Context: an optimization exercise on an open-source flow, tuned for small area, a short achievable clock period and few clock cycles per item. The choices shown serve that exercise and are no tape-out recipe.
Only simulation tests tie the RTL to the original design; equivalence was not proved.

==> flow/design.v (outline; a module is shown in full before it is edited, if it fits) <==
// module dwpid_div: 64 lines
// module dwpid_mul_meas: 945 lines
// module dwpid_mul_g18: 1031 lines
// module dwpid_mul_g16: 911 lines
// module dwpid_mul_ra: 383 lines
// module dwpid_mul_rb: 1128 lines
// module dwpid_div100: 395 lines
// module dwpid_mul_pid: 3285 lines
// module dwpid_lane: 145 lines
// module dual_wheel_incremental_pid_drive: 203 lines
module dual_wheel_incremental_pid_drive #(
	parameter int TICK_BITS = dwpid_pkg::TICK_BITS
) (
	input  logic                        clk,
	input  logic                        arst_n,
	input  logic                        psel,
	input  logic                        penable,
	input  logic                        pwrite,
	input  logic [4:0]                  paddr,
	input  logic [31:0]                 pwdata,
	output logic [31:0]                 prdata,
	output logic                        pready,
	input  logic                        in_valid,
	output logic                        in_stall,
	input  logic [2:0]                  cmd,
	input  logic signed [15:0]          speed,
	input  logic signed [TICK_BITS-1:0] left_ticks,
	input  logic signed [TICK_BITS-1:0] right_ticks,
	output logic                        out_valid,
	input  logic                        out_stall,
	output logic [15:0]                 left_duty,
	output logic [1:0]                  left_dir,
	output logic [15:0]                 right_duty,
	output logic [1:0]                  right_dir,
	output logic signed [15:0]          left_speed,
	output logic signed [15:0]          right_speed,
	output logic signed [31:0]          left_odometry,
	output logic signed [31:0]          right_odometry
);
  // ...
==> flow/run.sh <==
#!/bin/bash
# synth_recipe.tcl (not shown) runs the flow's synth.tcl, then flattens the netlist and writes it again
# the make line also repeats each setting of config.mk as NAME=value (left out here)
make -C /OpenROAD-flow-scripts/flow DESIGN_CONFIG=/design/flow/config.mk WORK_HOME=/design/flow/orfs CLKGATE_MAP_FILE= SYNTH_SCRIPT=/design/flow/synth_recipe.tcl finish
==> flow/config.mk <==
export PLATFORM = sky130hd
export DESIGN_NAME = dual_wheel_incremental_pid_drive
export DESIGN_NICKNAME = dual_wheel_incremental_pid_drive
export VERILOG_FILES = /design/flow/design.v
export SDC_FILE = /design/flow/constraint.sdc
export NUM_CORES = 4
export LEC_CHECK = 0
export CAP_MARGIN = 20
export CORE_MARGIN = 2
export CORE_UTILIZATION = 55
export SETUP_SLACK_MARGIN = 5
export SLEW_MARGIN = 20
==> flow/constraint.sdc <==
create_clock -name core_clock -period 12.0 [get_ports {clk}]
set_input_delay 2.4000 -clock core_clock [delete_from_list [all_inputs] [get_ports {clk}]]
set_output_delay 2.4000 -clock core_clock [all_outputs]
set_load 0.01 [all_outputs]
==> PnR_summary.wiki, run 1 <==
{| class="wikitable"
! Metric !! Value
|-
| Largest stage delay, worst path || 820 ps
|-
| Count of sequential standard cells || 1405
|-
| Total inserted antenna cells || 21
|-
| Clock Latency Late Sink || 900 ps
|-
| Setup slack of the worst register-to-register path || 5190 ps
|-
| Netlist area before placement || 172000 um2
|-
| Antenna violations before repair || 50
|-
| Maximum clock frequency || 147 MHz
|-
| Highest metal layer used by the detailed router || met5
|-
| Cell repeated most along the worst path || sky130_fd_sc_hd__fa_1
|-
| Top cell class by occupied area || multi-input combinational cells
|-
| Worst hold slack || 369 ps
|-
| Number of nets at the end of the flow || 20800
|-
| WL final || 512000 um
|-
| GR Layer Usage met3 || 0.0661
|-
| Reg2Reg Depth || 15
|-
| Highest-utilization routing layer at the global route stage || met2
|-
| Number of nets still failing antenna checks after routing || 0
|-
| XOR/XNOR Fraction of Synth Area || 0.0293
|-
| Number of combinational gates with multiple inputs || 11700
|-
| Initial DRC Count || 9232
|-
| Run status || timing/DRC/antenna clean
|-
| Placeable Area || 312000 um2
|-
| Proportion of synthesized chip area in sequential cells || 0.232
|-
| Sort of element at the end of the critical path || flip-flop
|-
| Multi-input gate area in the final layout || 119000 um2
|-
| Final Setup Violations || 0
|-
| Largest area contributor in the netlist || sky130_fd_sc_hd__fa_1
|-
| Number of ports placed on the die boundary || 262
|-
| Normalized max-slew margin || 0.140
|-
| Cell depth of the worst setup path || 15
|-
| Count of buffers added by post-CTS timing repair for setup || 41
|-
| Share of the core filled with cells in the final layout || 0.600
|-
| Type of the worst setup path || flip-flop to flip-flop
|-
| Hold crit path type || flip-flop to flip-flop
|-
| Wire length on met2 || 241000 um
|-
| Port bufs || 226
|-
| Final WS setup || 5190 ps
|-
| Worst-path cell with the longest stage delay || sky130_fd_sc_hd__dfrtp_1
|-
| Largest fanout on the critical path || 26
|}
Testbench counts, summed over its fixed seeds: cycles 2,112, items 2,048.
==> module dwpid_lane, before the edit <==
module dwpid_lane #(
	parameter bit NEG = 1'b0       
) (
	input  logic               clk,
	input  logic               arst_n,
	input  logic               adv,
	input  logic               upd_pid,    
	input  logic               upd_acc,    
	input  logic               upd_out,    
	input  logic               run6,
	input  logic [15:0]        tk0,
	input  logic signed [16:0] tgt0,
	input  logic [15:0]        scale,
	input  logic [15:0]        kp,
	input  logic [15:0]        ki,
	input  logic [15:0]        kd,
	input  logic [21:0]        hlim,
	input  logic signed [22:0] nhlim,      
	input  logic [3:0]         sh,
	input  logic [31:0]        pwm_mul,
	output logic [15:0]        duty,
	output logic [1:0]         dir,
	output logic signed [15:0] speed,
	output logic signed [31:0] odo
);
	logic [15:0]        tks;
	logic               dneg;
	logic signed [25:0] pq;
	assign tks  = NEG ? ~tk0 : tk0;
	assign dneg = NEG ? (!tk0[15] && tk0 != 16'd0) : tk0[15];
	dwpid_mul_meas u_meas (
		.a    (scale),
		.b    (tks),
		.k    (NEG ? scale : 16'd0),
		.bias (dneg ? 8'd255 : 8'd0),
		.y    (pq)
	);
	logic signed [25:0] pq1;
	logic signed [15:0] meas2, meas3, meas4, meas5, meas6;
	logic signed [16:0] tgt1;
	logic [15:0]        tk1, tk2, tk3, tk4, tk5, tk6;
	logic signed [15:0] meas_c;
	logic               eclip;
	logic signed [16:0] e_c;
	logic signed [17:0] d1_c;
	logic signed [18:0] d2_c;
	logic signed [18:0] x_c;
	logic signed [16:0] e1_q;
	logic signed [18:0] x1_q;      
	assign meas_c = (pq1 > 26'sd32767) ? 16'sd32767 :
	                (pq1 < -26'sd32768) ? -16'sd32768 : 16'(pq1);
	assign eclip  = (tgt1 == 17'sd32768) && (meas_c == -16'sd32768);
	assign e_c    = 17'(18'(tgt1) - 18'(meas_c) - 18'(eclip));
	assign d1_c   = 18'(tgt1) - 18'(meas_c) - 18'(eclip) - 18'(e1_q);
	assign d2_c   = 19'(tgt1) - 19'(meas_c) - 19'(eclip) - x1_q;
	assign x_c    = (19'(tgt1) - 19'(meas_c) - 19'(eclip)) * 19'sd2 - 19'(e1_q);
	logic signed [16:0] e2;
	logic signed [17:0] d12;
	logic signed [18:0] d22;
	logic [37:0] dr0_c, dr1_c;
	dwpid_mul_pid u_pid (
		.kp (kp), .ki (ki), .kd (kd), .d1 (d12), .e (e2), .d2 (d22),
		.r0 (dr0_c), .r1 (dr1_c)
	);
	logic [37:0] dr03, dr13;
	logic signed [22:0] acc_q;
	logic [37:0]        dd;
	logic               big_pos, big_neg;
	logic signed [25:0] asum;
	logic               above, below;
	logic signed [22:0] acc_c;
	assign dd      = dr03 + dr13;
	assign big_pos = !dd[37] && (dd[36:24] != '0);
	assign big_neg = dd[37] && (dd[36:24] != '1);
	assign asum    = 26'(acc_q) + dr03[25:0] + dr13[25:0];
	assign above   = asum > $signed({4'd0, hlim});
	assign below   = asum < 26'(nhlim);
	assign acc_c   = (big_pos || (!big_neg && above)) ? 23'(hlim) :
	                 (big_neg || below) ? nhlim : 23'(asum);
	logic [21:0]  amag;
	logic [25:10] osum;
	logic [14:0]  o_c;
	assign amag = acc_q[21:0] ^ {22{acc_q[22]}};
	dwpid_div100 u_o (.a (amag), .neg (acc_q[22]), .y (osum));
	assign o_c  = osum[24:10];
	logic [14:0] o5;
	logic        neg5, neg6, neg7;
	logic [14:0] ol_c;
	logic [36:5] ra_c;
	assign ol_c = o5 << sh;
	dwpid_mul_ra u_ra (.a (pwm_mul), .b (ol_c[4:0]), .y (ra_c));
	logic [31:0] ra6;
	logic [9:0]  oh6;
	logic [15:0] q_c;
	dwpid_mul_rb u_rb (.a (pwm_mul), .b (oh6), .k (ra6), .y (q_c));
	assign dir = (duty == 16'd0) ? dwpid_pkg::DIR_STOP :
	             neg7 ? dwpid_pkg::DIR_BACKWARD : dwpid_pkg::DIR_FORWARD;
	always_ff @(posedge clk) begin
		if (adv) begin
			pq1   <= pq;
			tgt1  <= tgt0;
			tk1   <= tk0;
			e2    <= e_c;
			d12   <= d1_c;
			d22   <= d2_c;
			meas2 <= meas_c;
			tk2   <= tk1;
			dr03  <= dr0_c;
			dr13  <= dr1_c;
			meas3 <= meas2;
			tk3   <= tk2;
			meas4 <= meas3;
			tk4   <= tk3;
			o5    <= o_c;
			neg5  <= acc_q[22];
			meas5 <= meas4;
			tk5   <= tk4;
			ra6   <= ra_c;
			oh6   <= ol_c[14:5];
			neg6  <= neg5;
			meas6 <= meas5;
			tk6   <= tk5;
		end
		if (upd_out) begin
			duty  <= run6 ? q_c : 16'd0;
			neg7  <= neg6;
			speed <= meas6;
		end
	end
	always_ff @(posedge clk or negedge arst_n) begin
		if (!arst_n) begin
			e1_q  <= '0;
			x1_q  <= '0;
			acc_q <= '0;
			odo   <= '0;
		end else begin
			if (upd_pid) begin
				e1_q <= e_c;
				x1_q <= x_c;
			end
			if (upd_acc) acc_q <= acc_c;
			if (upd_out) odo <= NEG ? odo - 32'($signed(tk6)) : odo + 32'($signed(tk6));
		end
	end
endmodule
==> module dual_wheel_incremental_pid_drive, before the edit <==
module dual_wheel_incremental_pid_drive #(
	parameter int TICK_BITS = dwpid_pkg::TICK_BITS
) (
	input  logic                        clk,
	input  logic                        arst_n,
	input  logic                        psel,
	input  logic                        penable,
	input  logic                        pwrite,
	input  logic [4:0]                  paddr,
	input  logic [31:0]                 pwdata,
	output logic [31:0]                 prdata,
	output logic                        pready,
	input  logic                        in_valid,
	output logic                        in_stall,
	input  logic [2:0]                  cmd,
	input  logic signed [15:0]          speed,
	input  logic signed [TICK_BITS-1:0] left_ticks,
	input  logic signed [TICK_BITS-1:0] right_ticks,
	output logic                        out_valid,
	input  logic                        out_stall,
	output logic [15:0]                 left_duty,
	output logic [1:0]                  left_dir,
	output logic [15:0]                 right_duty,
	output logic [1:0]                  right_dir,
	output logic signed [15:0]          left_speed,
	output logic signed [15:0]          right_speed,
	output logic signed [31:0]          left_odometry,
	output logic signed [31:0]          right_odometry
);
	localparam int PWM_STAGE = 5;
	dwpid_pkg::cfg_t cfg_q;
	logic            wr;
	assign pready = 1'b1;
	assign wr     = psel && penable && pwrite;
	always_ff @(posedge clk or negedge arst_n) begin
		if (!arst_n) begin
			cfg_q.kp_centi         <= dwpid_pkg::KP_RESET;
			cfg_q.ki_centi         <= dwpid_pkg::KI_RESET;
			cfg_q.kd_centi         <= dwpid_pkg::KD_RESET;
			cfg_q.velocity_scale   <= dwpid_pkg::SCALE_RESET;
			cfg_q.pwm_max          <= dwpid_pkg::PWM_RESET;
			cfg_q.full_speed_limit <= dwpid_pkg::LIMIT_RESET;
		end else if (wr) begin
			unique case (paddr[4:2])
				dwpid_pkg::REG_KP:    cfg_q.kp_centi         <= pwdata[15:0];
				dwpid_pkg::REG_KI:    cfg_q.ki_centi         <= pwdata[15:0];
				dwpid_pkg::REG_KD:    cfg_q.kd_centi         <= pwdata[15:0];
				dwpid_pkg::REG_SCALE: cfg_q.velocity_scale   <= pwdata[15:0];
				dwpid_pkg::REG_PWM:   cfg_q.pwm_max          <= pwdata[15:0];
				dwpid_pkg::REG_LIMIT: cfg_q.full_speed_limit <= pwdata[14:0];
				default: ;
			endcase
		end
	end
	logic [15:0] rd_q;
	always_ff @(posedge clk) begin
		unique case (paddr[4:2])
			dwpid_pkg::REG_KP:    rd_q <= cfg_q.kp_centi;
			dwpid_pkg::REG_KI:    rd_q <= cfg_q.ki_centi;
			dwpid_pkg::REG_KD:    rd_q <= cfg_q.kd_centi;
			dwpid_pkg::REG_SCALE: rd_q <= cfg_q.velocity_scale;
			dwpid_pkg::REG_PWM:   rd_q <= cfg_q.pwm_max;
			dwpid_pkg::REG_LIMIT: rd_q <= {1'b0, cfg_q.full_speed_limit};
			default:              rd_q <= '0;
		endcase
	end
	assign prdata = {16'd0, rd_q};
	logic [14:0] lim;
	logic [3:0]  sh_c;
	logic [14:0] lnorm;
	logic [21:0] hlim_q;
	logic [22:0] nhlim_q;
	logic [3:0]  sh_q;
	assign lim = (cfg_q.full_speed_limit == '0) ? 15'd1 : cfg_q.full_speed_limit;
	always_comb begin
		sh_c = 4'd0;
		for (int i = 0; i < 15; i++) begin
			if (lim[i]) sh_c = 4'(14 - i);
		end
	end
	assign lnorm = lim << sh_c;
	always_ff @(posedge clk) begin
		hlim_q  <= 22'(lim) * 22'd100;
		nhlim_q <= 23'd0 - 23'(lim) * 23'd100;
		sh_q   <= sh_c;
	end
	logic [4:0]  div_remain;
	logic [31:0] pwm_mul;
	dwpid_div u_div (
		.clk     (clk),
		.arst_n  (arst_n),
		.start   (wr && (paddr[4:2] == dwpid_pkg::REG_PWM || paddr[4:2] == dwpid_pkg::REG_LIMIT)),
		.pwm_max (cfg_q.pwm_max),
		.lnorm   (lnorm),
		.remain  (div_remain),
		.pwm_mul (pwm_mul)
	);
	logic        adv;
	logic        v0_q, vs_q;
	logic [2:0]  cmd0, cmds;
	logic [15:0] spd0, spds, lt0, lts, rt0, rts;
	logic        accept, ld0;
	assign in_stall = vs_q || (div_remain > 5'(PWM_STAGE + 1));
	assign accept   = in_valid && !in_stall;
	assign ld0      = adv || !v0_q;
	always_ff @(posedge clk or negedge arst_n) begin
		if (!arst_n) begin
			v0_q <= 1'b0;
			vs_q <= 1'b0;
		end else if (ld0) begin
			v0_q <= vs_q || accept;
			vs_q <= 1'b0;
		end else if (accept) begin
			vs_q <= 1'b1;
		end
	end
	always_ff @(posedge clk) begin
		if (ld0) begin
			cmd0 <= vs_q ? cmds : cmd;
			spd0 <= vs_q ? spds : speed;
			lt0  <= vs_q ? lts : left_ticks;
			rt0  <= vs_q ? rts : right_ticks;
		end else if (accept) begin
			cmds <= cmd;
			spds <= speed;
			lts  <= left_ticks;
			rts  <= right_ticks;
		end
	end
	localparam int NST = 7;    
	logic [NST:1]   v_q;
	logic [NST-1:1] run_q;
	logic           run0;
	assign adv  = !(v_q[NST] && out_stall);
	assign run0 = cmd0 <= dwpid_pkg::CMD_RIGHT;
	always_ff @(posedge clk or negedge arst_n) begin
		if (!arst_n) begin
			v_q <= '0;
		end else if (adv) begin
			v_q <= {v_q[NST-1:1], v0_q};
		end
	end
	always_ff @(posedge clk) begin
		if (adv) begin
			run_q <= {run_q[NST-2:1], run0};
		end
	end
	assign out_valid = v_q[NST];
	logic signed [16:0] spd, ltgt, rtgt;
	assign spd  = 17'($signed(spd0));
	assign ltgt = (cmd0 == dwpid_pkg::CMD_BACKWARD || cmd0 == dwpid_pkg::CMD_LEFT) ? -spd : spd;
	assign rtgt = (cmd0 == dwpid_pkg::CMD_BACKWARD || cmd0 == dwpid_pkg::CMD_RIGHT) ? -spd : spd;
	logic upd_pid, upd_acc, upd_out;
	assign upd_pid = adv && v_q[1] && run_q[1];
	assign upd_acc = adv && v_q[3] && run_q[3];
	assign upd_out = adv && v_q[6];
	dwpid_lane #(.NEG(1'b1)) u_left (
		.clk     (clk),
		.arst_n  (arst_n),
		.adv     (adv),
		.upd_pid (upd_pid),
		.upd_acc (upd_acc),
		.upd_out (upd_out),
		.run6    (run_q[6]),
		.tk0     (lt0),
		.tgt0    (ltgt),
		.scale   (cfg_q.velocity_scale),
		.kp      (cfg_q.kp_centi),
		.ki      (cfg_q.ki_centi),
		.kd      (cfg_q.kd_centi),
		.hlim    (hlim_q),
		.nhlim   (nhlim_q),
		.sh      (sh_q),
		.pwm_mul (pwm_mul),
		.duty    (left_duty),
		.dir     (left_dir),
		.speed   (left_speed),
		.odo     (left_odometry)
	);
	dwpid_lane #(.NEG(1'b0)) u_right (
		.clk     (clk),
		.arst_n  (arst_n),
		.adv     (adv),
		.upd_pid (upd_pid),
		.upd_acc (upd_acc),
		.upd_out (upd_out),
		.run6    (run_q[6]),
		.tk0     (rt0),
		.tgt0    (rtgt),
		.scale   (cfg_q.velocity_scale),
		.kp      (cfg_q.kp_centi),
		.ki      (cfg_q.ki_centi),
		.kd      (cfg_q.kd_centi),
		.hlim    (hlim_q),
		.nhlim   (nhlim_q),
		.sh      (sh_q),
		.pwm_mul (pwm_mul),
		.duty    (right_duty),
		.dir     (right_dir),
		.speed   (right_speed),
		.odo     (right_odometry)
	);
endmodule
==> inputs of run 2 (changes only) <==
--- a/flow/design.v
+++ b/flow/design.v
@@ -8184,7 +8184,8 @@
 	input  logic               upd_out,    
 	input  logic               run6,
 	input  logic [15:0]        tk0,
-	input  logic signed [16:0] tgt0,
+	input  logic signed [15:0] spd1,       
+	input  logic               tneg0,      
 	input  logic [15:0]        scale,
 	input  logic [15:0]        kp,
 	input  logic [15:0]        ki,
@@ -8212,7 +8213,7 @@
 	);
 	logic signed [25:0] pq1;
 	logic signed [15:0] meas2, meas3, meas4, meas5, meas6;
-	logic signed [16:0] tgt1;
+	logic               tneg1;
 	logic [15:0]        tk1, tk2, tk3, tk4, tk5, tk6;
 	logic signed [15:0] meas_c;
 	logic               eclip;
@@ -8224,11 +8225,13 @@
 	logic signed [18:0] x1_q;      
 	assign meas_c = (pq1 > 26'sd32767) ? 16'sd32767 :
 	                (pq1 < -26'sd32768) ? -16'sd32768 : 16'(pq1);
-	assign eclip  = (tgt1 == 17'sd32768) && (meas_c == -16'sd32768);
-	assign e_c    = 17'(18'(tgt1) - 18'(meas_c) - 18'(eclip));
-	assign d1_c   = 18'(tgt1) - 18'(meas_c) - 18'(eclip) - 18'(e1_q);
-	assign d2_c   = 19'(tgt1) - 19'(meas_c) - 19'(eclip) - x1_q;
-	assign x_c    = (19'(tgt1) - 19'(meas_c) - 19'(eclip)) * 19'sd2 - 19'(e1_q);
+	logic signed [18:0] tx;
+	assign tx     = 19'(spd1) ^ {19{tneg1}};
+	assign eclip  = tneg1 && (spd1 == -16'sd32768) && (meas_c == -16'sd32768);
+	assign e_c    = 17'(tx + 19'(tneg1) - 19'(meas_c) - 19'(eclip));
+	assign d1_c   = 18'(tx + 19'(tneg1) - 19'(meas_c) - 19'(eclip) - 19'(e1_q));
+	assign d2_c   = tx + 19'(tneg1) - 19'(meas_c) - 19'(eclip) - x1_q;
+	assign x_c    = (tx + 19'(tneg1) - 19'(meas_c) - 19'(eclip)) * 19'sd2 - 19'(e1_q);
 	logic signed [16:0] e2;
 	logic signed [17:0] d12;
 	logic signed [18:0] d22;
@@ -8273,7 +8276,7 @@
 	always_ff @(posedge clk) begin
 		if (adv) begin
 			pq1   <= pq;
-			tgt1  <= tgt0;
+			tneg1 <= tneg0;
 			tk1   <= tk0;
 			e2    <= e_c;
 			d12   <= d1_c;
@@ -8466,10 +8469,13 @@
 		end
 	end
 	assign out_valid = v_q[NST];
-	logic signed [16:0] spd, ltgt, rtgt;
-	assign spd  = 17'($signed(spd0));
-	assign ltgt = (cmd0 == dwpid_pkg::CMD_BACKWARD || cmd0 == dwpid_pkg::CMD_LEFT) ? -spd : spd;
-	assign rtgt = (cmd0 == dwpid_pkg::CMD_BACKWARD || cmd0 == dwpid_pkg::CMD_RIGHT) ? -spd : spd;
+	logic signed [15:0] spd1;
+	logic               lneg, rneg;
+	assign lneg = cmd0 == dwpid_pkg::CMD_BACKWARD || cmd0 == dwpid_pkg::CMD_LEFT;
+	assign rneg = cmd0 == dwpid_pkg::CMD_BACKWARD || cmd0 == dwpid_pkg::CMD_RIGHT;
+	always_ff @(posedge clk) begin
+		if (adv) spd1 <= spd0;
+	end
 	logic upd_pid, upd_acc, upd_out;
 	assign upd_pid = adv && v_q[1] && run_q[1];
 	assign upd_acc = adv && v_q[3] && run_q[3];
@@ -8483,7 +8489,8 @@
 		.upd_out (upd_out),
 		.run6    (run_q[6]),
 		.tk0     (lt0),
-		.tgt0    (ltgt),
+		.spd1    (spd1),
+		.tneg0   (lneg),
 		.scale   (cfg_q.velocity_scale),
 		.kp      (cfg_q.kp_centi),
 		.ki      (cfg_q.ki_centi),
@@ -8506,7 +8513,8 @@
 		.upd_out (upd_out),
 		.run6    (run_q[6]),
 		.tk0     (rt0),
-		.tgt0    (rtgt),
+		.spd1    (spd1),
+		.tneg0   (rneg),
 		.scale   (cfg_q.velocity_scale),
 		.kp      (cfg_q.kp_centi),
 		.ki      (cfg_q.ki_centi),
==> run 2 against run 1 <==
  * Setup slack got worse by 18 ps
  * Via count is 2.2% lower
  * Wire length decreased by 4.8%
  * Clock skew down 26 ps
  * Synthesized cell count is 1.7% lower
  * Flip-flop and latch count down 15
  * Register-to-register slack got worse by 20 ps
  * Critical path type unchanged
  * Highest routed layer unchanged
==> PnR_summary.wiki, run 2 <==
{| class="wikitable"
! Metric !! Value
|-
| Port bufs || 226 (unchanged)
|-
| Post-placement cell area || 176000 um2 (was 179000 um2)
|-
| Maximum clock frequency || 146 MHz (was 147 MHz)
|-
| Sink Count || 1390 (was 1405)
|-
| Type of the worst setup path || flip-flop to flip-flop (unchanged)
|-
| Buffers and inverters on the worst path || 0 (was 5)
|-
| Largest stage delay, worst path || 710 ps (was 820 ps)
|-
| Area share of the largest cell type after synthesis || 0.346 (was 0.340)
|-
| Sum of net half-perimeters after detailed placement || 362000 um (was 372000 um)
|-
| RSZ-0062 raised after global routing || true (unchanged)
|-
| Critical path cell sequence || fa_1 -> ha_1 -> a2111o_1 -> o21bai_1 -> a221oi_2 -> o21ai_1 -> o21a_1 -> nor2_1 -> nor2b_1 -> o21ai_0 -> nand2b_1 -> xor2_1 -> ha_1 -> nand4_1 -> nor2_1 -> o311ai_0 -> a22oi_2 -> nor3_1 -> a21oi_1 -> o221a_2 -> nand3_1 -> o311ai_1 (was buf_4 -> and2_1 -> fa_1 -> fa_1 -> inv_1 -> fa_1 -> fa_1 -> fa_1 -> inv_1 -> fa_1 -> inv_1 -> fa_1 -> inv_1 -> fa_1 -> fa_1)
|-
| Fill cell instance count of the final layout || 26600 (was 27000)
|-
| Post-route cell area || 184000 um2 (was 187000 um2)
|-
| Layout cell share with drive strength beyond 1 || 0.0616 (was 0.0672)
|-
| Reg with most FFs || cfg_q (unchanged)
|-
| Number of flops mapped to enable cells by yosys || 1005 (was 1020)
|-
| Gpl congestion || 0.914 (was 0.938)
|-
| Setup slack of the worst register-to-register path || 5170 ps (was 5190 ps)
|-
| CTS tree || yes (unchanged)
|-
| Number of buffers created by CTS || 170 (was 173)
|-
| Part of the cycle the worst path needs || 0.569 (was 0.567)
|-
| Sort of element at the end of the critical path || flip-flop (unchanged)
|-
| Die width || 560 um (was 564 um)
|-
| Final Setup Violations || 0 (unchanged)
|-
| Time the worst path needs with I/O delays and setup || 6830 ps (was 6810 ps)
|-
| Detail-routed via count per cell || 5.62 (was 5.64)
|-
| Most frequent cells after synthesis || sky130_fd_sc_hd__fa_1, sky130_fd_sc_hd__inv_1, sky130_fd_sc_hd__and2_1 (unchanged)
|-
| Worst-path cell with the longest stage delay || sky130_fd_sc_hd__o221a_2 (was sky130_fd_sc_hd__dfrtp_1)
|-
| Overall Global Routing Usage || 0.316 (was 0.330)
|-
| Startpoint types || flip-flop (unchanged)
|-
| Clock input transition at the sequential cells of the worst setup and hold paths || 60 ps (about the same)
|-
| Number of nets at the end of the flow || 20500 (was 20800)
|-
| Post-synthesis register bit count || 1390 (was 1405)
|-
| Initial DRC Count || 8251 (was 9232)
|-
| Run status || timing/DRC/antenna clean (unchanged)
|-
| Antenna violations before repair || 41 (was 50)
|-
| Actual transition at the worst max-transition pin || 1270 ps (was 1290 ps)
|-
| Data required time at the worst endpoint || 12730 ps (was 12480 ps)
|-
| Largest fanout on the critical path || 21 (was 26)
|-
| Async set or reset register ratio after synthesis || 0.233 (was 0.231)
|-
| Reg-to-Reg End || u_right.acc_q[15]$_DFFE_PN0P_ (was u_left.dr13[16]$_DFFE_PN_)
|-
| Top-count cell post-synth || sky130_fd_sc_hd__fa_1 (unchanged)
|-
| Max FFs per register || 95 (unchanged)
|-
| Netlist area before placement || 170000 um2 (was 172000 um2)
|-
| Clock tree root driver cell || sky130_fd_sc_hd__clkbuf_16 (unchanged)
|-
| Normalized max-slew margin || 0.148 (was 0.140)
|-
| Delay-heaviest family, CP || compound AO/OA/AOI/OAI gates (was adder cells)
|-
| Starting density of the core || 0.551 (was 0.553)
|-
| Most common cell after layout, fill and taps aside || sky130_fd_sc_hd__fa_1 (unchanged)
|-
| Vias || 116000 (was 119000)
|-
| Number of ports placed on the die boundary || 262 (unchanged)
|-
| Cell depth of the worst setup path || 22 (was 15)
|-
| Top area cells in the synthesized netlist || sky130_fd_sc_hd__fa_1, sky130_fd_sc_hd__edfxtp_1, sky130_fd_sc_hd__ha_1 (unchanged)
|-
| H-tree level count || 4 (unchanged)
|-
| Clock Skews || 96.4 ps (was 123 ps)
|-
| Footprint of the flip-flops and latches || 39600 um2 (was 40100 um2)
|-
| GRT overflow || 0 (unchanged)
|-
| Total negative setup slack || 0 ps (unchanged)
|-
| First-pass GRT wire length || 751000 um (was 779000 um)
|-
| Data arrival time of the worst path || 7560 ps (was 7280 ps)
|-
| Maximum number of pins on one net before global-route repair || 177 (was 146)
|-
| Die outline height || 560 um (was 564 um)
|-
| Post-detailed-route wirelength per cell || 23.6 um (was 24.3 um)
|-
| Multi-input gate area in the final layout || 118000 um2 (was 119000 um2)
|-
| Commonest cells after routing, fill and taps aside || sky130_fd_sc_hd__fa_1, sky130_fd_sc_hd__inv_1, sky130_fd_sc_hd__and2_1 (unchanged)
|-
| Core Rows || 204 (was 205)
|-
| WL final || 488000 um (was 512000 um)
|-
| Largest area contributor in the netlist || sky130_fd_sc_hd__fa_1 (unchanged)
|-
| Number of detailed-route iterations in the first pass || 5 (was 8)
|-
| Placeable Area || 308000 um2 (was 312000 um2)
|-
| Area of the die || 313000 um2 (was 318000 um2)
|-
| Number of nets still failing antenna checks after routing || 0 (unchanged)
|-
| Vias in the first global route || 123000 (was 125000)
|-
| Hold crit path type || flip-flop to flip-flop (unchanged)
|-
| Reg-to-reg critical path startpoint || u_right.acc_q[5]$_DFFE_PN0P_ (was cfg_q[91]$_DFFE_PN0P_)
|-
| Number of hold buffers added after CTS || 0 (unchanged)
|-
| Proportion of synthesized chip area in sequential cells || 0.233 (was 0.232)
|-
| Clock tree buffer depth || 4 (unchanged)
|-
| Clock Latency Late Sink || 900 ps (about the same)
|-
| Final count of pins violating max slew || 0 (unchanged)
|-
| Reg2Reg Depth || 22 (was 15)
|-
| Area growth, synth to finish || 8.20% (was 8.54%)
|-
| Post-route DRC || 0 (unchanged)
|-
| Number of warning messages in the yosys log || 4 (unchanged)
|-
| Max capacitance violation total || 0 (unchanged)
|-
| Worst Setup SP || u_right.acc_q[5]$_DFFE_PN0P_ (was cfg_q[91]$_DFFE_PN0P_)
|-
| Number of library cell types mapped by synthesis || 104 (was 124)
|-
| Average cell area after synthesis || 10.4 um2 (was 10.3 um2)
|-
| Synthesized instance count || 16400 (was 16700)
|-
| Number of failing hold endpoints at the final stage || 0 (unchanged)
|-
| Most used flip-flop cell after synthesis || sky130_fd_sc_hd__edfxtp_1 (unchanged)
|-
| Critical path destination || u_right.acc_q[15]$_DFFE_PN0P_ (was u_left.dr13[16]$_DFFE_PN_)
|}
[run 2: changes by cell type after synthesis, moves of 25 or more]
| cell | delta |
|---|---|
| sky130_fd_sc_hd__a21oi_1 | -67 |
| sky130_fd_sc_hd__inv_1 | -58 |
| sky130_fd_sc_hd__xor2_1 | -41 |
| sky130_fd_sc_hd__a21o_1 | +40 |
| sky130_fd_sc_hd__mux2_2 | -29 |
| sky130_fd_sc_hd__nor2_1 | -27 |
| sky130_fd_sc_hd__xnor2_1 | -27 |
| sky130_fd_sc_hd__o21ai_0 | +26 |
| sky130_fd_sc_hd__mux2_1 | -25 |
[run 2: cell families after synthesis]
logic type,after synthesis,share of synthesized area
xor gates and xnor gates,505,0.0262
other,2,0.0000442
DFF,1390,0.233
adders and majority gates,3988,0.423
buffers and inverters,3515,0.0784
AOI/OAI and AO/OA,1748,0.0674
muxes,331,0.0217
and+or+nand+nor,4906,0.150
[run 2: how the worst min path moves through the flow]
stage / slack (ps) / end / start / cells after the start
5_1_grt: 410 / u_right.meas3[14]$_DFFE_PN_ / u_right.meas2[14]$_DFFE_PN_ / 0
2_1_floorplan: 400 / run_q[3]$_DFFE_PN_ / run_q[2]$_DFFE_PN_ / 0
4_1_cts: 400 / u_left.tk4[0]$_DFFE_PN_ / u_left.tk3[0]$_DFFE_PN_ / 0
6_report: 400 / u_left.tk2[2]$_DFFE_PN_ / u_left.tk1[2]$_DFFE_PN_ / 0
3_3_place_gp: 400 / u_right.tk5[13]$_DFFE_PN_ / u_right.tk4[13]$_DFFE_PN_ / 0
3_5_place_dp: 400 / spd1[3]$_DFFE_PN_ / spd0[3]$_DFFE_PN_ / 0
[run 2: metal layers]
metal,global-route usage,up-vias,share of wire
met5,0,-,0.00013
met3,0.0529,882,0.074
met2,0.513,3890,0.47
li1,-,51600,-
met1,0.433,59800,0.42
met4,0.107,8,0.041
[run 2: worst register-to-register path: cells and delay by family (launching register included)]
family                   cells  cell delay, ps
XOR/XNOR                     1             480
AO/OA/AOI/OAI               11            3720
AND/OR/NAND/NOR              7             960
flip-flops                   1             450
adder cells (fa/ha/maj)      3            1130
[run 2: area by class of cell]
class | instances | area share
multi-input cells | 11500 | 0.641
flip-flops and latches | 1390 | 0.216
inverters | 2787 | 0.0570
well taps | 4120 | 0.0281
clock buffers | 224 | 0.0261
repair buffers | 529 | 0.0259
clock inverters | 90 | 0.00623
diodes | 37 | 0.000504
[run 2: timing repair]
item | CTS | global route
endpoints found under the setup margin | 48 | 115
gates cloned | 0 | 2
pin swaps | 2 | 20
resized for setup | 37 | 116
setup buffers | 1 | 53
[run 2: per-stage QoR]
stage | utilization | instances | hold slack, ps | setup WS, ps
after floorplan | - | 16400 | 400 | 5180
after global placement | 0.573 | 20300 | 400 | 4690
after detailed placement | 0.573 | 20300 | 405 | 4660
after CTS | 0.593 | 20600 | 400 | 4890
after global routing | 0.596 | 20700 | 413 | 4850
final | 0.596 | 20700 | 402 | 5170
Testbench counts of run 2, summed over its fixed seeds: cycles 2,112, items 2,048.
==> inputs of run 3 (changes only) <==
==> flow/flow/run.sh (new file) <==
#!/bin/bash
set -o pipefail
export SETUP_SLACK_MARGIN=5.6
export TNS_END_PERCENT=10
bash standard.sh > standard.log 2>&1
==> flow/standard.sh (new file) <==
#!/bin/bash
# synth_recipe.tcl (not shown) runs the flow's synth.tcl, then flattens the netlist and writes it again
# the make line also repeats each setting of config.mk as NAME=value (left out here)
make -C /OpenROAD-flow-scripts/flow DESIGN_CONFIG=/design/flow/config.mk WORK_HOME=/design/flow/orfs CLKGATE_MAP_FILE= SYNTH_SCRIPT=/design/flow/synth_recipe.tcl "${@:-finish}"
--- a/flow/config.mk
+++ b/flow/config.mk
@@ -8,5 +8,4 @@
 export CAP_MARGIN = 20
 export CORE_MARGIN = 2
 export CORE_UTILIZATION = 55
-export SETUP_SLACK_MARGIN = 5
 export SLEW_MARGIN = 20
removed: flow/run.sh
==> run 3 against run 2 <==
  * Register-to-register slack improved by 380 ps
  * Critical path depth fell by 7
  * Highest routed layer unchanged
  * Sequential share of layout area fell by 0.29 points
  * Critical endpoint is now u_left.dr13[19]$_DFFE_PN_
  * Clock-buffer cell count did not move
  * Wire length rose by 2.0%
  * Die area did not move
==> PnR_summary.wiki, run 3 <==
{| class="wikitable"
! Metric !! Value
|-
| Post-synthesis register bit count || 1390 (unchanged)
|-
| Top-count cell post-synth || sky130_fd_sc_hd__fa_1 (unchanged)
|-
| Number of flops mapped to enable cells by yosys || 1005 (unchanged)
|-
| Compound-gate portion of the synthesized area || 0.0674 (unchanged)
|-
| Final Setup Violations || 0 (unchanged)
|-
| Non-Filler Instances || 20800 (was 20700)
|-
| Core Rows || 204 (unchanged)
|-
| Sum of net half-perimeters after detailed placement || 362000 um (unchanged)
|-
| Fill cell instance count of the final layout || 26300 (was 26600)
|-
| Run status || timing/DRC/antenna clean (unchanged)
|-
| Number of buffers created by CTS || 170 (unchanged)
|-
| GRT met2 Usage || 0.518 (was 0.513)
|-
| Average cell area after synthesis || 10.4 um2 (unchanged)
|-
| Share of synthesized area spent on multiplexers || 0.0217 (unchanged)
|-
| Highest-utilization routing layer at the global route stage || met2 (unchanged)
|-
| Layout cell share with drive strength beyond 1 || 0.0776 (was 0.0616)
|-
| Number of ports placed on the die boundary || 262 (unchanged)
|-
| Number of failing hold endpoints at the final stage || 0 (unchanged)
|-
| Type of the worst setup path || flip-flop to flip-flop (unchanged)
|-
| Share of the core filled with cells in the final layout || 0.605 (was 0.596)
|-
| Port bufs || 226 (unchanged)
|-
| Clock Latency Late Sink || 900 ps (about the same)
|-
| Critical path cell sequence || buf_4 -> and2_1 -> fa_1 -> inv_1 -> fa_1 -> fa_1 -> fa_1 -> fa_1 -> inv_1 -> fa_1 -> inv_1 -> fa_1 -> inv_1 -> fa_1 -> fa_1 (was fa_1 -> ha_1 -> a2111o_1 -> o21bai_1 -> a221oi_2 -> o21ai_1 -> o21a_1 -> nor2_1 -> nor2b_1 -> o21ai_0 -> nand2b_1 -> xor2_1 -> ha_1 -> nand4_1 -> nor2_1 -> o311ai_0 -> a22oi_2 -> nor3_1 -> a21oi_1 -> o221a_2 -> nand3_1 -> o311ai_1)
|-
| GR Layer Usage met3 || 0.0555 (was 0.0529)
|-
| Reg2Reg Depth || 15 (was 22)
|-
| Largest fanout on the critical path || 25 (was 21)
|-
| Clock Skews || 97.6 ps (was 96.4 ps)
|-
| Number of nets still failing antenna checks after routing || 0 (unchanged)
|-
| Time the worst path needs with I/O delays and setup || 6440 ps (was 6830 ps)
|-
| Overall Global Routing Usage || 0.320 (was 0.316)
|-
| Most used flip-flop cell after synthesis || sky130_fd_sc_hd__edfxtp_1 (unchanged)
|-
| Synthesized instance count || 16400 (unchanged)
|-
| Area share of the largest cell type after synthesis || 0.346 (unchanged)
|-
| Reg-to-Reg End || u_left.dr13[19]$_DFFE_PN_ (was u_right.acc_q[15]$_DFFE_PN0P_)
|-
| Post-route cell area || 186000 um2 (was 184000 um2)
|-
| Worst-path cell with the longest stage delay || sky130_fd_sc_hd__dfstp_4 (was sky130_fd_sc_hd__o221a_2)
|-
| Fraction of the mapped netlist area in adder cells || 0.423 (unchanged)
|-
| Worst hold slack || 403 ps (was 402 ps)
|-
| Worst Setup SP || cfg_q[87]$_DFFE_PN1P_ (was u_right.acc_q[5]$_DFFE_PN0P_)
|-
| Placeable Area || 308000 um2 (unchanged)
|-
| Post-detailed-route wirelength per cell || 23.9 um (was 23.6 um)
|-
| Part of the cycle the worst path needs || 0.537 (was 0.569)
|-
| Max capacitance violation total || 0 (unchanged)
|-
| Most frequent cells after synthesis || sky130_fd_sc_hd__fa_1, sky130_fd_sc_hd__inv_1, sky130_fd_sc_hd__and2_1 (unchanged)
|-
| Sort of element at the end of the critical path || flip-flop (unchanged)
|-
| Post-synthesis simple-gate area fraction || 0.150 (unchanged)
|-
| Met1 Track Usage GR || 0.436 (was 0.433)
|-
| Die outline height || 560 um (unchanged)
|-
| Largest area contributor in the netlist || sky130_fd_sc_hd__fa_1 (unchanged)
|-
| Actual transition at the worst max-transition pin || 1280 ps (was 1270 ps)
|-
| Setup slack of the worst register-to-register path || 5560 ps (was 5170 ps)
|-
| Maximum number of pins on one net before global-route repair || 177 (unchanged)
|-
| Die width || 560 um (unchanged)
|-
| Commonest cells after routing, fill and taps aside || sky130_fd_sc_hd__fa_1, sky130_fd_sc_hd__inv_1, sky130_fd_sc_hd__and2_1 (unchanged)
|-
| Proportion of synthesized chip area in sequential cells || 0.233 (unchanged)
|-
| Number of detailed-route iterations in the first pass || 5 (unchanged)
|-
| RSZ-0062 raised after global routing || true (unchanged)
|-
| Detail-routed via count per cell || 5.62 (about the same)
|-
| Vias || 117000 (was 116000)
|-
| Netlist area before placement || 170000 um2 (unchanged)
|-
| XOR/XNOR Fraction of Synth Area || 0.0262 (unchanged)
|-
| Post-route DRC || 0 (unchanged)
|-
| Reg-to-reg critical path startpoint || cfg_q[87]$_DFFE_PN1P_ (was u_right.acc_q[5]$_DFFE_PN0P_)
|-
| Number of nets at the end of the flow || 20600 (was 20500)
|-
| First-pass GRT wire length || 757000 um (was 751000 um)
|-
| Data required time at the worst endpoint || 12520 ps (was 12730 ps)
|-
| Startpoint types || flip-flop (unchanged)
|-
| Cell repeated most along the worst path || sky130_fd_sc_hd__fa_1
|-
| Maximum clock frequency || 155 MHz (was 146 MHz)
|-
| Placed cell count || 20300 (unchanged)
|-
| Combinational family with the most area after synthesis || adder cells (unchanged)
|-
| CTS tree || yes (unchanged)
|-
| Async set or reset register ratio after synthesis || 0.233 (unchanged)
|-
| Final count of pins violating max slew || 0 (unchanged)
|-
| Area growth, synth to finish || 9.80% (was 8.20%)
|-
| Total negative setup slack || 0 ps (unchanged)
|-
| Vias in the first global route || 123000 (about the same)
|-
| Number of library cell types mapped by synthesis || 104 (unchanged)
|-
| Most common cell after layout, fill and taps aside || sky130_fd_sc_hd__fa_1 (unchanged)
|-
| Worst setup slack after placement || 4660 ps (unchanged)
|-
| Post-placement cell area || 176000 um2 (unchanged)
|-
| H-tree level count || 4 (unchanged)
|-
| Clock tree buffer depth || 4 (unchanged)
|-
| Area of the die || 313000 um2 (unchanged)
|-
| Clock tree root driver cell || sky130_fd_sc_hd__clkbuf_16 (unchanged)
|-
| Largest stage delay, worst path || 810 ps (was 710 ps)
|-
| Reg with most FFs || cfg_q (unchanged)
|-
| GRT overflow || 0 (unchanged)
|-
| WL final || 498000 um (was 488000 um)
|-
| Critical path destination || u_left.dr13[19]$_DFFE_PN_ (was u_right.acc_q[15]$_DFFE_PN0P_)
|-
| Starting density of the core || 0.551 (unchanged)
|-
| Hold crit path type || flip-flop to flip-flop (unchanged)
|-
| Antenna violations before repair || 46 (was 41)
|-
| Gpl congestion || 0.914 (unchanged)
|-
| Max FFs per register || 95 (unchanged)
|-
| Final WS setup || 5560 ps (was 5170 ps)
|-
| Top area cells in the synthesized netlist || sky130_fd_sc_hd__fa_1, sky130_fd_sc_hd__edfxtp_1, sky130_fd_sc_hd__ha_1 (unchanged)
|-
| Number of warning messages in the yosys log || 4 (unchanged)
|-
| Number of hold buffers added after CTS || 0 (unchanged)
|-
| Initial DRC Count || 8400 (was 8251)
|-
| Data arrival time of the worst path || 6960 ps (was 7560 ps)
|-
| Clock input transition at the sequential cells of the worst setup and hold paths || 60 ps (about the same)
|-
| Sink Count || 1390 (unchanged)
|-
| Normalized max-slew margin || 0.147 (was 0.148)
|}
-- run 3: cell types whose count changed in the layout (fill, tap and decap cells not counted), sizes merged --
cell / before / now
buf: 303 / 425
clkbuf: 226 / 240
diode: 37 / 26
o221a: 4 / 6
bufbuf: 0 / 1
-- run 3: worst min path at each step --
stage	endpoint	cells after the start	slack, ps	from
after global routing	u_right.meas3[14]$_DFFE_PN_	0	410	u_right.meas2[14]$_DFFE_PN_
after global placement	u_right.tk5[13]$_DFFE_PN_	0	400	u_right.tk4[13]$_DFFE_PN_
final	u_left.tk3[1]$_DFFE_PN_	0	400	u_left.tk2[1]$_DFFE_PN_
after detailed placement	spd1[3]$_DFFE_PN_	0	400	spd0[3]$_DFFE_PN_
after floorplan	run_q[3]$_DFFE_PN_	0	400	run_q[2]$_DFFE_PN_
after CTS	u_left.tk4[0]$_DFFE_PN_	0	400	u_left.tk3[0]$_DFFE_PN_
-- run 3: area by class of cell --
class | instances | area (um2) | share of cell area
well taps | 4120 | 5150 | 0.0276
flip-flops and latches | 1390 | 39600 | 0.213
inverters | 2787 | 10500 | 0.0562
diodes | 26 | 65.1 | 0.000349
clock inverters | 90 | 1140 | 0.00614
clock buffers | 224 | 4800 | 0.0257
multi-input cells | 11500 | 119000 | 0.637
repair buffers | 666 | 6420 | 0.0344
-- run 3: what timing repair did --
action,in CTS,in global routing
resized for setup,209,212
pin swaps,38,80
endpoints found under the setup margin,198,169
cloned,4,13
buffers inserted,107,71
-- run 3: kinds of logic (layout without fill, tap and decap cells) --
kind of cell | Yosys count | count (layout)
buffers and inverters | 3515 | 3767
AND/OR/NAND/NOR | 4906 | 4906
flip-flops | 1390 | 1390
multiplexers | 331 | 331
other | 2 | 43
XOR/XNOR | 505 | 505
AO/OA/AOI/OAI | 1748 | 1752
adder cells (fa/ha/maj) | 3988 | 3988
-- run 3: metal layers --
metal,vias up,part of all wire
li1,51900,-
met1,60200,0.41
met2,3896,0.47
met3,875,0.077
met4,12,0.041
met5,-,0.00018
-- run 3: critical path, delay by kind of cell, from the launching register on --
kind          cells  cell delay, ps
fa+ha+maj         9            4370
buf+inv           5             690
simple gates      1             220
flops             1             810
==> inputs of run 4 (changes only) <==
--- a/flow/config.mk
+++ b/flow/config.mk
@@ -7,5 +7,5 @@
 export LEC_CHECK = 0
 export CAP_MARGIN = 20
 export CORE_MARGIN = 2
-export CORE_UTILIZATION = 55
+export CORE_UTILIZATION = 65
 export SLEW_MARGIN = 20
==> run 4 against run 3 <==
  * Register-to-register slack got worse by 90 ps
  * Sequential share of layout area increased by 0.24 points
  * Worst hold slack got worse by 42 ps
  * Fmax decreased by 1.4%
  * Still clean
  * Setup slack got worse by 94 ps
  * First-iteration DRC count increased by 27%
  * Global-route usage increased by 6.1 points
  * Design area decreased by 1.1%
==> PnR_summary.wiki, run 4 <==
{| class="wikitable"
! Metric !! Value
|-
| Run status || timing/DRC/antenna clean (unchanged)
|-
| Top area cells in the synthesized netlist || sky130_fd_sc_hd__fa_1, sky130_fd_sc_hd__edfxtp_1, sky130_fd_sc_hd__ha_1 (unchanged)
|-
| Placed cell count || 19500 (was 20300)
|-
| Clock tree root driver cell || sky130_fd_sc_hd__clkbuf_16 (unchanged)
|-
| Average cell area after synthesis || 10.4 um2 (unchanged)
|-
| Critical path destination || u_right.dr13[18]$_DFFE_PN_ (was u_left.dr13[19]$_DFFE_PN_)
|-
| Normalized max-slew margin || 0.147 (about the same)
|-
| Proportion of synthesized chip area in sequential cells || 0.233 (unchanged)
|-
| Type of the worst setup path || flip-flop to flip-flop (unchanged)
|-
| RSZ-0062 raised after global routing || true (unchanged)
|-
| Gpl congestion || 0.972 (was 0.914)
|-
| Area of the die || 265000 um2 (was 313000 um2)
|-
| Worst-path cell with the longest stage delay || sky130_fd_sc_hd__dfstp_2 (was sky130_fd_sc_hd__dfstp_4)
|-
| Layout cell share with drive strength beyond 1 || 0.0727 (was 0.0776)
|-
| Number of detailed-route iterations in the first pass || 7 (was 5)
|-
| Min-Delay Startpoint || spd0[14]$_DFFE_PN_ (was u_left.tk2[1]$_DFFE_PN_)
|-
| Commonest cells after routing, fill and taps aside || sky130_fd_sc_hd__fa_1, sky130_fd_sc_hd__inv_1, sky130_fd_sc_hd__and2_1 (unchanged)
|-
| Netlist area before placement || 170000 um2 (unchanged)
|-
| Cell repeated most along the worst path || sky130_fd_sc_hd__fa_1 (unchanged)
|-
| Vias in the first global route || 131000 (was 123000)
|-
| Clock Latency Late Sink || 890 ps (was 900 ps)
|-
| Reg2Reg Depth || 15 (unchanged)
|-
| Number of library cell types mapped by synthesis || 104 (unchanged)
|-
| Worst Setup SP || cfg_q[86]$_DFFE_PN1P_ (was cfg_q[87]$_DFFE_PN1P_)
|-
| Sort of element at the end of the critical path || flip-flop (unchanged)
|-
| Post-route cell area || 184000 um2 (was 186000 um2)
|-
| H-tree level count || 4 (unchanged)
|-
| Number of ports placed on the die boundary || 262 (unchanged)
|-
| Worst setup slack after placement || 4190 ps (was 4660 ps)
|-
| Initial DRC Count || 10700 (was 8400)
|-
| Port bufs || 226 (unchanged)
|-
| Sink Count || 1390 (unchanged)
|-
| Max capacitance violation total || 0 (unchanged)
|-
| Worst hold slack || 361 ps (was 403 ps)
|-
| Post-synthesis register bit count || 1390 (unchanged)
|-
| Vias || 121000 (was 117000)
|-
| Most used flip-flop cell after synthesis || sky130_fd_sc_hd__edfxtp_1 (unchanged)
|-
| Number of nets still failing antenna checks after routing || 0 (unchanged)
|-
| Critical path cell sequence || buf_4 -> and2_1 -> fa_1 -> inv_1 -> fa_1 -> fa_1 -> fa_1 -> fa_1 -> inv_1 -> fa_1 -> inv_1 -> fa_1 -> inv_1 -> fa_1 -> fa_1 (unchanged)
|-
| Non-Filler Instances || 20000 (was 20800)
|-
| Part of the cycle the worst path needs || 0.545 (was 0.537)
|-
| Reg with most FFs || cfg_q (unchanged)
|-
| Placeable Area || 260000 um2 (was 308000 um2)
|-
| Clock Skews || 86.2 ps (was 97.6 ps)
|-
| Detail-routed via count per cell || 6.07 (was 5.62)
|-
| Number of flops mapped to enable cells by yosys || 1005 (unchanged)
|-
| Starting density of the core || 0.654 (was 0.551)
|-
| Largest stage delay, worst path || 800 ps (was 810 ps)
|-
| First-pass GRT wire length || 760000 um (was 757000 um)
|-
| Final Setup Violations || 0 (unchanged)
|-
| Die outline height || 515 um (was 560 um)
|-
| Post-route DRC || 0 (unchanged)
|-
| WL final || 498000 um (about the same)
|-
| Post-detailed-route wirelength per cell || 24.9 um (was 23.9 um)
|-
| GRT overflow || 0 (unchanged)
|-
| Most frequent cells after synthesis || sky130_fd_sc_hd__fa_1, sky130_fd_sc_hd__inv_1, sky130_fd_sc_hd__and2_1 (unchanged)
|-
| Maximum clock frequency || 153 MHz (was 155 MHz)
|-
| Overall Global Routing Usage || 0.381 (was 0.320)
|-
| Final WS setup || 5460 ps (was 5560 ps)
|-
| Most common cell after layout, fill and taps aside || sky130_fd_sc_hd__fa_1 (unchanged)
|-
| Number of buffers created by CTS || 160 (was 170)
|-
| Data arrival time of the worst path || 7070 ps (was 6960 ps)
|-
| Number of failing hold endpoints at the final stage || 0 (unchanged)
|-
| Maximum number of pins on one net before global-route repair || 120 (was 177)
|-
| Synthesized instance count || 16400 (unchanged)
|-
| Fill cell instance count of the final layout || 18900 (was 26300)
|-
| CTS tree || yes (unchanged)
|-
| Area growth, synth to finish || 8.61% (was 9.80%)
|-
| Number of warning messages in the yosys log || 4 (unchanged)
|-
| Reg-to-Reg End || u_right.dr13[18]$_DFFE_PN_ (was u_left.dr13[19]$_DFFE_PN_)
|-
| Data required time at the worst endpoint || 12530 ps (was 12520 ps)
|-
| Sum of net half-perimeters after detailed placement || 364000 um (was 362000 um)
|-
| Startpoint types || flip-flop (unchanged)
|-
| Number of nets at the end of the flow || 20500 (was 20600)
|-
| Number of hold buffers added after CTS || 0 (unchanged)
|-
| Time the worst path needs with I/O delays and setup || 6540 ps (was 6440 ps)
|-
| Top-count cell post-synth || sky130_fd_sc_hd__fa_1 (unchanged)
|-
| Area share of the largest cell type after synthesis || 0.346 (unchanged)
|-
| Max FFs per register || 95 (unchanged)
|-
| Die width || 515 um (was 560 um)
|-
| Antenna violations before repair || 50 (was 46)
|-
| Largest fanout on the critical path || 28 (was 25)
|-
| Hold crit path type || flip-flop to flip-flop (unchanged)
|-
| Async set or reset register ratio after synthesis || 0.233 (unchanged)
|-
| Core Rows || 187 (was 204)
|-
| Largest area contributor in the netlist || sky130_fd_sc_hd__fa_1 (unchanged)
|-
| Final count of pins violating max slew || 0 (unchanged)
|-
| Clock input transition at the sequential cells of the worst setup and hold paths || 60 ps (about the same)
|-
| Share of the core filled with cells in the final layout || 0.710 (was 0.605)
|-
| Total negative setup slack || 0 ps (unchanged)
|-
| Setup slack of the worst register-to-register path || 5460 ps (was 5560 ps)
|-
| Clock tree buffer depth || 3 (was 4)
|-
| Post-placement cell area || 175000 um2 (was 176000 um2)
|-
| Reg-to-reg critical path startpoint || cfg_q[86]$_DFFE_PN1P_ (was cfg_q[87]$_DFFE_PN1P_)
|-
| Actual transition at the worst max-transition pin || 1280 ps (about the same)
|}
## run 4: cell counts after synthesis
No cell type changed its count.
## run 4: critical path: cells and delay by family (launching register included)
family / cells / cell delay, ps
flops: 1 / 800
fa+ha+maj: 9 / 4380
buf+inv: 5 / 750
simple gates: 1 / 230
## run 4: area by class of cell
class                           count  area (um2)  area share
Sequential cell                  1390       39700       0.215
Timing Repair Buffer              583        5540      0.0301
Clock buffer                      209        4420      0.0240
Antenna cell                       29        72.6    0.000393
Multi-Input combinational cell  11500      119000       0.643
Clock inverter                     92        1320     0.00718
Inverter                         2787       10500      0.0568
Tap cell                         3402        4260      0.0231
## run 4: how the worst min path moves through the flow
stage          cells after the start                          to
6_report                           0          spd1[14]$_DFFE_PN_
2_1_floorplan                      0          run_q[3]$_DFFE_PN_
3_5_place_dp                       0  u_left.meas3[15]$_DFFE_PN_
3_3_place_gp                       0   u_right.tk2[11]$_DFFE_PN_
5_1_grt                            0   u_left.meas4[8]$_DFFE_PN_
4_1_cts                            0          spd1[14]$_DFFE_PN_
## run 4: timing repair
action / 4_1_cts / 5_1_grt
setup endpoints to repair: 219 / 208
cloned: 3 / 4
pin swaps: 27 / 72
gates resized for setup: 166 / 236
setup buffers: 56 / 108
endpoints found under the hold margin: 0 / 0
## run 4: cell families after synthesis
family	count (synthesis)	share of synthesized area
adder cells (fa/ha/maj)	3988	0.423
other	2	0.0000442
flip-flops	1390	0.233
buffers and inverters	3515	0.0784
XOR/XNOR	505	0.0262
multiplexers	331	0.0217
AND/OR/NAND/NOR	4906	0.150
AO/OA/AOI/OAI	1748	0.0674
## run 4: layer usage
metal	vias up	global-route usage	routed length [um]
met5	-	0	107
met4	18	0.179	27100
met3	1487	0.0975	51600
met2	6165	0.604	232000
met1	62000	0.492	187000
li1	51700	-	-
==> inputs of run 5 (changes only) <==
==> flow/flow/run.sh (replaced) <==
#!/bin/bash
set -o pipefail
export SETUP_SLACK_MARGIN=5.8
export TNS_END_PERCENT=10
bash standard.sh > standard.log 2>&1
--- a/flow/config.mk
+++ b/flow/config.mk
@@ -7,5 +7,5 @@
 export LEC_CHECK = 0
 export CAP_MARGIN = 20
 export CORE_MARGIN = 2
-export CORE_UTILIZATION = 65
+export CORE_UTILIZATION = 55
 export SLEW_MARGIN = 20
==> run 5 against run 4 <==
  * Setup slack gained 130 ps
  * Critical path depth grew 1
==> PnR_summary.wiki, run 5 <==
{| class="wikitable"
! Metric !! Value
|-
| Number of flops mapped to enable cells by yosys || 1005 (unchanged)
|-
| Gpl congestion || 0.914 (was 0.972)
|-
| Final count of pins violating max slew || 0 (unchanged)
|-
| Critical path cell sequence || buf_4 -> nand2_1 -> fa_1 -> inv_1 -> fa_1 -> inv_1 -> fa_1 -> fa_1 -> fa_1 -> inv_1 -> fa_1 -> inv_1 -> fa_1 -> inv_1 -> fa_1 -> fa_1 (was buf_4 -> and2_1 -> fa_1 -> inv_1 -> fa_1 -> fa_1 -> fa_1 -> fa_1 -> inv_1 -> fa_1 -> inv_1 -> fa_1 -> inv_1 -> fa_1 -> fa_1)
|-
| Startpoint types || flip-flop (unchanged)
|-
| Clock Latency Late Sink || 900 ps (was 890 ps)
|-
| Die outline height || 560 um (was 515 um)
|-
| Number of hold buffers added after CTS || 0 (unchanged)
|-
| Non-Filler Instances || 20900 (was 20000)
|-
| Sum of net half-perimeters after detailed placement || 362000 um (was 364000 um)
|-
| Actual transition at the worst max-transition pin || 1230 ps (was 1280 ps)
|-
| Top-count cell post-synth || sky130_fd_sc_hd__fa_1 (unchanged)
|-
| Area of the die || 313000 um2 (was 265000 um2)
|-
| Maximum number of pins on one net before global-route repair || 177 (was 120)
|-
| Final Setup Violations || 0 (unchanged)
|-
| Initial DRC Count || 8676 (was 10700)
|-
| WL final || 502000 um (was 498000 um)
|-
| Delay-heaviest family, CP || adder cells (unchanged)
|-
| Clock Skews || 95.1 ps (was 86.2 ps)
|-
| Total negative setup slack || 0 ps (unchanged)
|-
| Sink Count || 1390 (unchanged)
|-
| Async set or reset register ratio after synthesis || 0.233 (unchanged)
|-
| Antenna violations before repair || 45 (was 50)
|-
| Starting density of the core || 0.551 (was 0.654)
|-
| Placed cell count || 20300 (was 19500)
|-
| Part of the cycle the worst path needs || 0.534 (was 0.545)
|-
| Die width || 560 um (was 515 um)
|-
| Number of failing hold endpoints at the final stage || 0 (unchanged)
|-
| Final WS setup || 5590 ps (was 5460 ps)
|-
| Largest stage delay, worst path || 630 ps (was 800 ps)
|-
| First-pass GRT wire length || 762000 um (was 760000 um)
|-
| Number of warning messages in the yosys log || 4 (unchanged)
|-
| Top area cells in the synthesized netlist || sky130_fd_sc_hd__fa_1, sky130_fd_sc_hd__edfxtp_1, sky130_fd_sc_hd__ha_1 (unchanged)
|-
| Max capacitance violation total || 0 (unchanged)
|-
| Placeable Area || 308000 um2 (was 260000 um2)
|-
| Proportion of synthesized chip area in sequential cells || 0.233 (unchanged)
|-
| Most common cell after layout, fill and taps aside || sky130_fd_sc_hd__fa_1 (unchanged)
|-
| Overall Global Routing Usage || 0.322 (was 0.381)
|-
| Clock tree root driver cell || sky130_fd_sc_hd__clkbuf_16 (unchanged)
|-
| Number of detailed-route iterations in the first pass || 6 (was 7)
|-
| Netlist area before placement || 170000 um2 (unchanged)
|-
| Number of library cell types mapped by synthesis || 104 (unchanged)
|-
| Hold crit path type || flip-flop to flip-flop (unchanged)
|-
| Synthesized instance count || 16400 (unchanged)
|-
| Buffers and inverters on the worst path || 6 (was 5)
|-
| Detail-routed via count per cell || 5.63 (was 6.07)
|-
| Vias || 118000 (was 121000)
|-
| Normalized max-slew margin || 0.177 (was 0.147)
|-
| Type of the worst setup path || flip-flop to flip-flop (unchanged)
|-
| CTS tree || yes (unchanged)
|-
| Number of buffers created by CTS || 170 (was 160)
|-
| Core Rows || 204 (was 187)
|-
| Worst-path cell with the longest stage delay || sky130_fd_sc_hd__fa_1 (was sky130_fd_sc_hd__dfstp_2)
|-
| Data arrival time of the worst path || 6930 ps (was 7070 ps)
|-
| Post-synthesis register bit count || 1390 (unchanged)
|-
| Layout cell share with drive strength beyond 1 || 0.0850 (was 0.0727)
|-
| GRT overflow || 0 (unchanged)
|-
| Cell repeated most along the worst path || sky130_fd_sc_hd__fa_1 (unchanged)
|-
| Most used flip-flop cell after synthesis || sky130_fd_sc_hd__edfxtp_1 (unchanged)
|-
| Port bufs || 226 (unchanged)
|-
| Clock input transition at the sequential cells of the worst setup and hold paths || 60 ps (about the same)
|-
| Commonest cells after routing, fill and taps aside || sky130_fd_sc_hd__fa_1, sky130_fd_sc_hd__inv_1, sky130_fd_sc_hd__and2_1 (unchanged)
|-
| Reg with most FFs || cfg_q (unchanged)
|-
| Number of ports placed on the die boundary || 262 (unchanged)
|-
| Number of nets at the end of the flow || 20700 (was 20500)
|-
| Worst setup slack after placement || 4660 ps (was 4190 ps)
|-
| Clock tree buffer depth || 4 (was 3)
|-
| Data required time at the worst endpoint || 12510 ps (was 12530 ps)
|-
| RSZ-0062 raised after global routing || true (unchanged)
|-
| Max FFs per register || 95 (unchanged)
|-
| Run status || timing/DRC/antenna clean (unchanged)
|-
| Largest fanout on the critical path || 38 (was 28)
|-
| Time the worst path needs with I/O delays and setup || 6410 ps (was 6540 ps)
|-
| Area share of the largest cell type after synthesis || 0.346 (unchanged)
|-
| Vias in the first global route || 124000 (was 131000)
|-
| Largest area contributor in the netlist || sky130_fd_sc_hd__fa_1 (unchanged)
|-
| Area growth, synth to finish || 10.5% (was 8.61%)
|-
| Number of nets still failing antenna checks after routing || 0 (unchanged)
|-
| Maximum clock frequency || 156 MHz (was 153 MHz)
|-
| Post-detailed-route wirelength per cell || 24.0 um (was 24.9 um)
|-
| Most frequent cells after synthesis || sky130_fd_sc_hd__fa_1, sky130_fd_sc_hd__inv_1, sky130_fd_sc_hd__and2_1 (unchanged)
|-
| Sort of element at the end of the critical path || flip-flop (unchanged)
|-
| H-tree level count || 4 (unchanged)
|-
| Average cell area after synthesis || 10.4 um2 (unchanged)
|-
| Post-route DRC || 0 (unchanged)
|}
## run 5: cell counts after synthesis
No cell type changed its count.
## run 5: cell families after synthesis
| family | count (synthesis) | synth area share |
|---|---|---|
| multiplexers | 331 | 0.0217 |
| adder cells (fa/ha/maj) | 3988 | 0.423 |
| flip-flops | 1390 | 0.233 |
| XOR/XNOR | 505 | 0.0262 |
| AO/OA/AOI/OAI | 1748 | 0.0674 |
| other | 2 | 0.0000442 |
| buffers and inverters | 3515 | 0.0784 |
| AND/OR/NAND/NOR | 4906 | 0.150 |
## run 5: per-layer routing
layer	vias to the layer above	wire, um	part of all wire	GRT usage
li1	52000	-	-	-
met1	60700	207000	0.41	0.439
met2	3964	235000	0.47	0.522
met3	936	39000	0.078	0.0569
met4	8	20600	0.041	0.111
met5	-	57	0.00011	0
## run 5: worst reg2reg max path: cells and delay by family (launching register included)
family | cells | cell delay (ps)
and+or+nand+nor | 1 | 270
DFF | 1 | 510
buffers and inverters | 6 | 800
adders and majority gates | 9 | 4500
## run 5: metrics by stage
step,hold slack (ps),cell area (um2),util
detailed placement,405,176000,0.573
floorplan,400,170000,-
global placement,400,176000,0.573
finish,405,188000,0.609
global route,413,188000,0.609
CTS,400,185000,0.602
## run 5: worst paths after layout
| kind | startpoint | to | slack, ps | cells past startpoint |
|---|---|---|---|---|
| max | cfg_q[82]$_DFFE_PN1P_ | u_left.dr13[19]$_DFFE_PN_ | 5590 | 16 |
| min | u_left.tk1[2]$_DFFE_PN_ | u_left.tk2[2]$_DFFE_PN_ | 410 | 0 |
| max reg2reg | cfg_q[82]$_DFFE_PN1P_ | u_left.dr13[19]$_DFFE_PN_ | 5590 | 16 |
| min reg2reg | u_left.tk1[2]$_DFFE_PN_ | u_left.tk2[2]$_DFFE_PN_ | 410 | 0 |
| max in group asynchronous | arst_n | u_left.acc_q[1]$_DFFE_PN0P_ | 8040 | 3 |
| min in group asynchronous | arst_n | u_left.x1_q[14]$_DFFE_PN0P_ | 1510 | 1 |
## run 5: timing repair
item                       in CTS  in global routing
cloned                         10                 12
resized for setup             325                203
buffers inserted              155                 97
setup endpoints to repair     250                201
pin swaps                      66                122
## run 5: layout make-up
type	count	area (um2)
antenna	31	77.6
clock buffer	224	4800
clock inverter	90	1140
fill	26200	120000
inverter	2787	10500
multi-input combinational	11500	119000
sequential	1390	39600
tap	4120	5150
timing repair buffer	746	7240

re-timing with driven ports:
The flow's constraints put no driver on any port. The routed layouts listed below were extracted and timed again, unchanged, in two steps.
Step 1, drivers: a clkbuf_16 drives clk and a buf_2 each remaining input, both assumed.
Step 2 times the ports against the registers' clock, not the clock port: input delays grow and output delays shrink by t, the midpoint of the rising clock arrivals with the driver on.
Three values: ideal ports, drivers, drivers and shift; two values: the first two.
| run | t, ns | setup WS [ns] | hold slack, ns | worst setup path after step 2 | slew at the worst register clock pin (ns) |
|---|---|---|---|---|---|
| run 1 | 0.956 | 5.192 / 5.192 / 5.192 | 0.369 / 0.369 / 0.369 | register to register | 0.07 / 0.07 |
| run 2 | 0.968 | 5.174 / 5.174 / 5.174 | 0.402 / 0.402 / 0.402 | register to register | 0.07 / 0.07 |
| run 3 | 0.968 | 5.556 / 5.556 / 5.556 | 0.403 / 0.403 / 0.403 | register to register | 0.07 / 0.07 |
| run 4 | 0.961 | 5.462 / 5.462 / 5.462 | 0.361 / 0.361 / 0.361 | register to register | 0.08 / 0.08 |
| run 5 | 0.969 | 5.588 / 5.588 / 5.588 | 0.405 / 0.405 / 0.405 | register to register | 0.07 / 0.07 |
After both steps every run listed still meets setup and hold.
